What follows belongs to an exercise in optimizing a design on an open flow for small area, a short achievable clock period and few clock cycles per item; a production flow would make more cautious choices.
Where RTL was checked, it was by simulation tests only, not by an equivalence proof against the original.
Power figures rest on the tool's default switching activity, not on a simulated workload.

== the baseline ==
## fp_addsub_top
module fp_addsub_top (
  input  logic        clk,
  input  logic        rst_n,
  input  logic        in_req,
  output logic        in_ack,
  input  logic [64:0] in_op,      
  output logic        out_req,
  input  logic        out_ack,
  output logic [34:0] out_res     
);
Settings: LEC_CHECK=0, ABC_AREA=1, CAP_MARGIN=20, CORE_MARGIN=2, CORE_UTILIZATION=40, CTS_BUF_LIST=sky130_fd_sc_hd__clkbuf_8, SETUP_SLACK_MARGIN=3.6, SLEW_MARGIN=20, TNS_END_PERCENT=0, BUFFER_PORTS_ARGS=-buffer_cell sky130_fd_sc_hd__buf_1; clock period 6.5 ns.
standard.sh (not shown) runs the stock make flow with config.mk's settings and CLKGATE_MAP_FILE= SYNTH_SCRIPT=/design/flow/synth_recipe.tcl, a recipe that flattens the netlist after the stock synthesis.
==> flow/flow/run.sh <==
#!/bin/bash
set -e
echo 'export BUFFER_PORTS_ARGS = -buffer_cell sky130_fd_sc_hd__buf_1' >> config.mk
bash standard.sh > standard.log 2>&1
Testbench counts of the baseline, summed over its fixed seeds: cycles 9,608, items 3,200.
Setup changes, the baseline to the candidate
diff --git a/flow/design.v b/flow/design.v
--- a/flow/design.v
+++ b/flow/design.v
@@ -35,34 +35,44 @@
   input  logic        in_req,
   output logic        in_ack,
   input  logic [64:0] in_op,      
   output logic        out_req,
   input  logic        out_ack,
   output logic [34:0] out_res     
 );
-  logic req_d, acc, v2, v3, rq;
+  logic req_d, acc, v2, v3, rq, ak_a, ak_b;
   logic xfer, r1v, ld2;
+  logic acc_n, v2_n, v3_n, rq_n, r1v_n;
   assign xfer    = v3 & rq & out_ack;              
   assign out_req = v3 & (rq | ~out_ack);
   assign r1v     = req_d & ~acc;                   
   assign ld2     = in_req & r1v & (~v2 | xfer);    
-  assign in_ack  = in_req & (acc | ld2);
+  assign in_ack  = in_req & (ak_a | (ak_b & out_ack));
+  assign acc_n = in_req & in_ack;
+  assign v2_n  = ld2 | (v2 & ~xfer);
+  assign v3_n  = v2 & ~xfer;
+  assign rq_n  = out_req & ~out_ack;
+  assign r1v_n = in_req & ~acc_n;
   always_ff @(posedge clk) begin
     if (!rst_n) begin
       req_d <= 1'b0;
       acc   <= 1'b0;
       v2    <= 1'b0;
       v3    <= 1'b0;
       rq    <= 1'b0;
+      ak_a  <= 1'b0;
+      ak_b  <= 1'b0;
     end else begin
       req_d <= in_req;
-      acc   <= in_req & in_ack;
-      v2    <= ld2 | (v2 & ~xfer);
-      v3    <= v2 & ~xfer;
-      rq    <= out_req & ~out_ack;
+      acc   <= acc_n;
+      v2    <= v2_n;
+      v3    <= v3_n;
+      rq    <= rq_n;
+      ak_a  <= acc_n | (r1v_n & ~v2_n);
+      ak_b  <= r1v_n & v3_n & rq_n;
     end
   end
   logic        a_s, b_s, op_sub;
   logic [7:0]  a_e, b_e;
   logic [22:0] a_f, b_f;
   logic        a_nz, b_nz, b_gt, a_ge_e, swap, s_nz;
   logic [7:0]  d_ab, d_ba, d_abm1;
@@ -80,15 +90,15 @@
   assign d_ba = ~d_abm1;
   always_comb begin
     a_nz   = |a_e;
     b_nz   = |b_e;
     swap   = b_gt & b_nz;
     sign_a = swap ? (b_s ^ op_sub) : a_s;
     subx_a = a_s ^ b_s ^ op_sub;
-    l_e_a  = swap ? b_e : a_e;
+    l_e_a  = a_ge_e ? a_e : b_e;                
     l_f_a  = swap ? b_f : a_f;
     s_nz   = a_nz & b_nz;
     s_m_a  = {s_nz, swap ? a_f : b_f};
     sh_ab  = (~s_nz | (|d_ab[7:5]) | (d_ab[4:0] > 5'd26)) ? 5'd27 : d_ab[4:0];
     sh_ba  = (~s_nz | (|d_ba[7:5]) | (d_ba[4:0] > 5'd26)) ? 5'd27 : d_ba[4:0];
     sh_a   = a_ge_e ? sh_ab : sh_ba;
   end
@@ -344,23 +354,20 @@
   output logic         gt
 );
   logic [N-1:0] gg, tt;
   always_comb begin
     gg = b & ~a;
     tt = b | ~a;
     for (int l = 0; (1 << l) < N; l++) begin
-      for (int i = (2 << l) - 1; i < N; i += (2 << l)) begin
-        gg[i] = gg[i] | (tt[i] & gg[i - (1 << l)]);
-        tt[i] = tt[i] & tt[i - (1 << l)];
-      end
-    end
-    for (int l = 30; l >= 0; l--) begin
-      if ((2 << l) <= N) begin
-        for (int i = 3 * (1 << l) - 1; i < N; i += (2 << l)) begin
-          gg[i] = gg[i] | (tt[i] & gg[i - (1 << l)]);
-          tt[i] = tt[i] & tt[i - (1 << l)];
+      for (int k = 0; 2 * k < ((N + (1 << l) - 1) >> l); k++) begin
+        if (2 * k + 1 < ((N + (1 << l) - 1) >> l)) begin
+          gg[k] = gg[2 * k + 1] | (tt[2 * k + 1] & gg[2 * k]);
+          tt[k] = tt[2 * k + 1] & tt[2 * k];
+        end else begin
+          gg[k] = gg[2 * k];
+          tt[k] = tt[2 * k];
         end
       end
     end
-    gt = gg[N - 1];
+    gt = gg[0];
   end
 endmodule
==> results.txt <==
Reported for the candidate and the baseline, number of enable flip-flop cells after synthesis turned out identical to the last digit.
Fraction of power spent switching nets delta for the candidate relative to the baseline: 1.4 points lower
Synthesized-area fraction occupied by xor and xnor cells: the candidate vs the baseline down 0.50 points
[compare] base=the baseline new=the candidate: switching power summed over all nets moved down; total routed wire length on the met1 layer moved down; clock network fraction of total power moved up; sequential cell count moved up.
From the baseline to the candidate the numbers moved as follows: non-clock buffer count lost 2.5%; sequential fraction of design power picked up an extra 0.2 points; post-layout instance count excluding filler cells lost about 3%.
Taking the baseline as the reference, in the candidate sequential share of cell area closely matched the old numbers; die area moved down; wire length shows a reduction of about 6.4%; worst setup slack went up by 0.21 ns.
No functional check of the RTL was part of the candidate.

========
Another version of the RTL of fp_addsub_top (not shown whole).
For scale: roughly 1800 cells after synthesis, ~140 flip-flops, about 110 I/O pins, about 0.012 mm² of cells after synthesis.
Design fp_addsub_top, start of the top module:
module fp_addsub_top (
  input  logic        clk,
  input  logic        rst_n,
  input  logic        in_req,
  output logic        in_ack,
  input  logic [64:0] in_op,      
  output logic        out_req,
  input  logic        out_ack,
  output logic [34:0] out_res     
);
clock: 6.5 ns
lec_check: 0
abc_area: 1
cap_margin: 20
core_margin: 2
core_utilization: 40
cts_buf_list: sky130_fd_sc_hd__clkbuf_8
setup_slack_margin: 3.6
slew_margin: 20
tns_end_percent: 5
buffer_ports_args: -buffer_cell sky130_fd_sc_hd__buf_1
Scripts as last shown in full above: flow/flow/run.sh
Testbench counts at the start, summed over its fixed seeds: cycles 9,608, items 3,200.
Next try:
--- a/flow/design.v
+++ b/flow/design.v
@@ -108,35 +108,39 @@
   logic [23:0] s_m1;
   logic [4:0]  sh1;
   always_ff @(posedge clk) begin
     sign1 <= sign_a;
     subx1 <= subx_a;
     l_e1  <= l_e_a;
     l_f1  <= l_f_a;
     s_m1  <= s_m_a;
     sh1   <= sh_a;
   end
   logic [26:0] s_sh, al;
-  logic        sticky, c_b;
+  logic        sticky, c_b, c_lo;
+  logic [13:0] s_h0, s_h1;
   logic [26:0] s_b;
   logic [27:0] sum_b;
   always_comb begin
     s_sh   = {s_m1, 3'b000} >> sh1;
     sticky = 1'b0;
     for (int j = 0; j < 24; j++) begin
       if (5'(j + 3) < sh1) sticky = sticky | s_m1[j];
     end
     al = {s_sh[26:1], s_sh[0] | (sticky & s_m1[23])};
   end
-  sk_add #(27) add_i (.a({1'b1, l_f1, 3'b000}), .b(al ^ {27{subx1}}), .cin(subx1),
-                      .s(s_b), .cout(c_b));
+  sk_add #(14)  addl_i (.a({l_f1[10:0], 3'b000}), .b(al[13:0] ^ {14{subx1}}), .cin(subx1),
+                        .s(s_b[13:0]), .cout(c_lo));
+  cmp_add #(14) addh_i (.a({1'b0, 1'b1, l_f1[22:11]}), .b({1'b0, al[26:14] ^ {13{subx1}}}),
+                        .s0(s_h0), .s1(s_h1), .c1());
+  assign {c_b, s_b[26:14]} = c_lo ? s_h1 : s_h0;
   assign sum_b = {c_b & ~subx1, s_b};
   logic        sign2, subx2;
   logic [7:0]  l_e2;
   logic [27:0] sum2;
   always_ff @(posedge clk) begin
     if (ld2) begin
       sign2 <= sign1;
       subx2 <= subx1;
       l_e2  <= l_e1;
       sum2  <= sum_b;
     end
- The new run ran to the end with no violations
- power went up by 17%
- count of clock-buffer cells in the layout went down by 1
- critical path depth went up by 1
- register-to-register slack loses 40 ps
- area after synthesis went up by 2.5%
The RTL of the second run of this note was laid out without a check of its function.

========
red:
Starting RTL as in the previous note.
export LEC_CHECK = 0
export ABC_AREA = 1
export CAP_MARGIN = 20
export CORE_MARGIN = 2
export CORE_UTILIZATION = 40
export CTS_BUF_LIST = sky130_fd_sc_hd__clkbuf_8
export SETUP_SLACK_MARGIN = 3.3
export SLEW_MARGIN = 20
export TNS_END_PERCENT = 5
export BUFFER_PORTS_ARGS = -buffer_cell sky130_fd_sc_hd__buf_1
create_clock -name core_clock -period 6.5 [get_ports {clk}]
Scripts as last shown in full above: flow/flow/run.sh
red: done, clean on timing, DRC and antenna
Testbench counts of red, summed over its fixed seeds: cycles 9,608, items 3,200.
[inputs] blue vs red
--- a/flow/design.v
+++ b/flow/design.v
@@ -122,30 +122,31 @@
   always_comb begin
     s_sh   = {s_m1, 3'b000} >> sh1;
     sticky = 1'b0;
     for (int j = 0; j < 24; j++) begin
       if (5'(j + 3) < sh1) sticky = sticky | s_m1[j];
     end
     al = {s_sh[26:1], s_sh[0] | (sticky & s_m1[23])};
   end
-  sk_add #(27) add_i (.a({1'b1, l_f1, 3'b000}), .b(al ^ {27{subx1}}), .cin(subx1),
+  sk_add #(27) add_i (.a({1'b1, l_f1, 3'b000} ^ {27{subx1}}), .b(al), .cin(1'b0),
                       .s(s_b), .cout(c_b));
-  assign sum_b = {c_b & ~subx1, s_b};
+  assign sum_b = {c_b, s_b};
   logic        sign2, subx2;
   logic [7:0]  l_e2;
-  logic [27:0] sum2;
+  logic [27:0] tsum2, sum2;
   always_ff @(posedge clk) begin
     if (ld2) begin
       sign2 <= sign1;
       subx2 <= subx1;
       l_e2  <= l_e1;
-      sum2  <= sum_b;
+      tsum2 <= sum_b;
     end
   end
+  assign sum2 = {tsum2[27] & ~subx2, tsum2[26:0] ^ {27{subx2}}};
   logic        carry, zero, uf, ov, up, lost, rc, kill, g, rs, wsel;
   logic [23:0] keep;
   logic [22:0] rnd;
   logic [4:0]  lz;
   logic [31:0] lzx;
   logic [26:0] norm;
   logic [7:0]  e_f, e_w0, e_w1, e_n0, e_n1;
   logic        sign_d;
## What came out
- Run comparison: red last element of the critical path sum2[9]$_DFFE_PP_; blue last element of the critical path tsum2[15]$_DFFE_PP_
- Going from red to blue, total chip power saw a decrease, fraction of the core area covered by cells at the end of the flow now larger.
- Per the comparison of blue with red, clock distribution area overhead in the final layout fell 0.53 points; switching component of the power now sits higher.
- Between red and blue, the flow reports floorplan die width increasing by a few percent.
- On mapped cell area, the higher figure sits with blue, not red.
For blue, only the layout was checked, not whether the RTL still works.

afterwards: timing with drivers on the ports:
In the flow no input, the clock included, has a driving cell. The finished layouts below were timed again as built, in two steps. Step 1 (the two cells are an assumption about what drives the block):
set clk [get_ports {clk}]
set_driving_cell -lib_cell sky130_fd_sc_hd__clkbuf_16 $clk
set_driving_cell -lib_cell sky130_fd_sc_hd__buf_2 [delete_from_list [all_inputs] $clk]
Step 2 adds t to the input delays and takes it off the output delays; t is the mean of the earliest and latest rising clock arrival at the registers after step 1. Input paths then give back, and output paths get back, about the clock's delay inside the block. Three values: ideal ports, drivers, drivers and shift; two values: the first two.
run | t, ns | setup WS [ns] | hold slack, ns | worst setup path after step 2 | pins driven straight from the clock port
the baseline | 0.516 | 2.849 / 2.849 / 2.617 | 0.401 / 0.401 / 0.401 | input to register | 1
the candidate | 0.493 | 3.064 / 3.064 / 2.674 | 0.409 / 0.409 / 0.409 | input to register | 1
the first run of note 2 | 0.508 | 3.101 / 3.101 / 2.775 | 0.410 / 0.410 / 0.410 | input to register | 1
the second run of note 2 | 0.530 | 3.061 / 3.061 / 2.619 | 0.402 / 0.402 / 0.402 | input to register | 1
red | 0.518 | 3.113 / 3.113 / 2.622 | 0.405 / 0.405 / 0.405 | input to register | 1
blue | 0.514 | 2.813 / 2.813 / 2.647 | 0.402 / 0.402 / 0.402 | input to register | 1
After both steps every run listed still meets setup and hold. The setup slack of red, which loses most, moves by 0.000 ns with the drivers and by -0.491 ns with both steps.
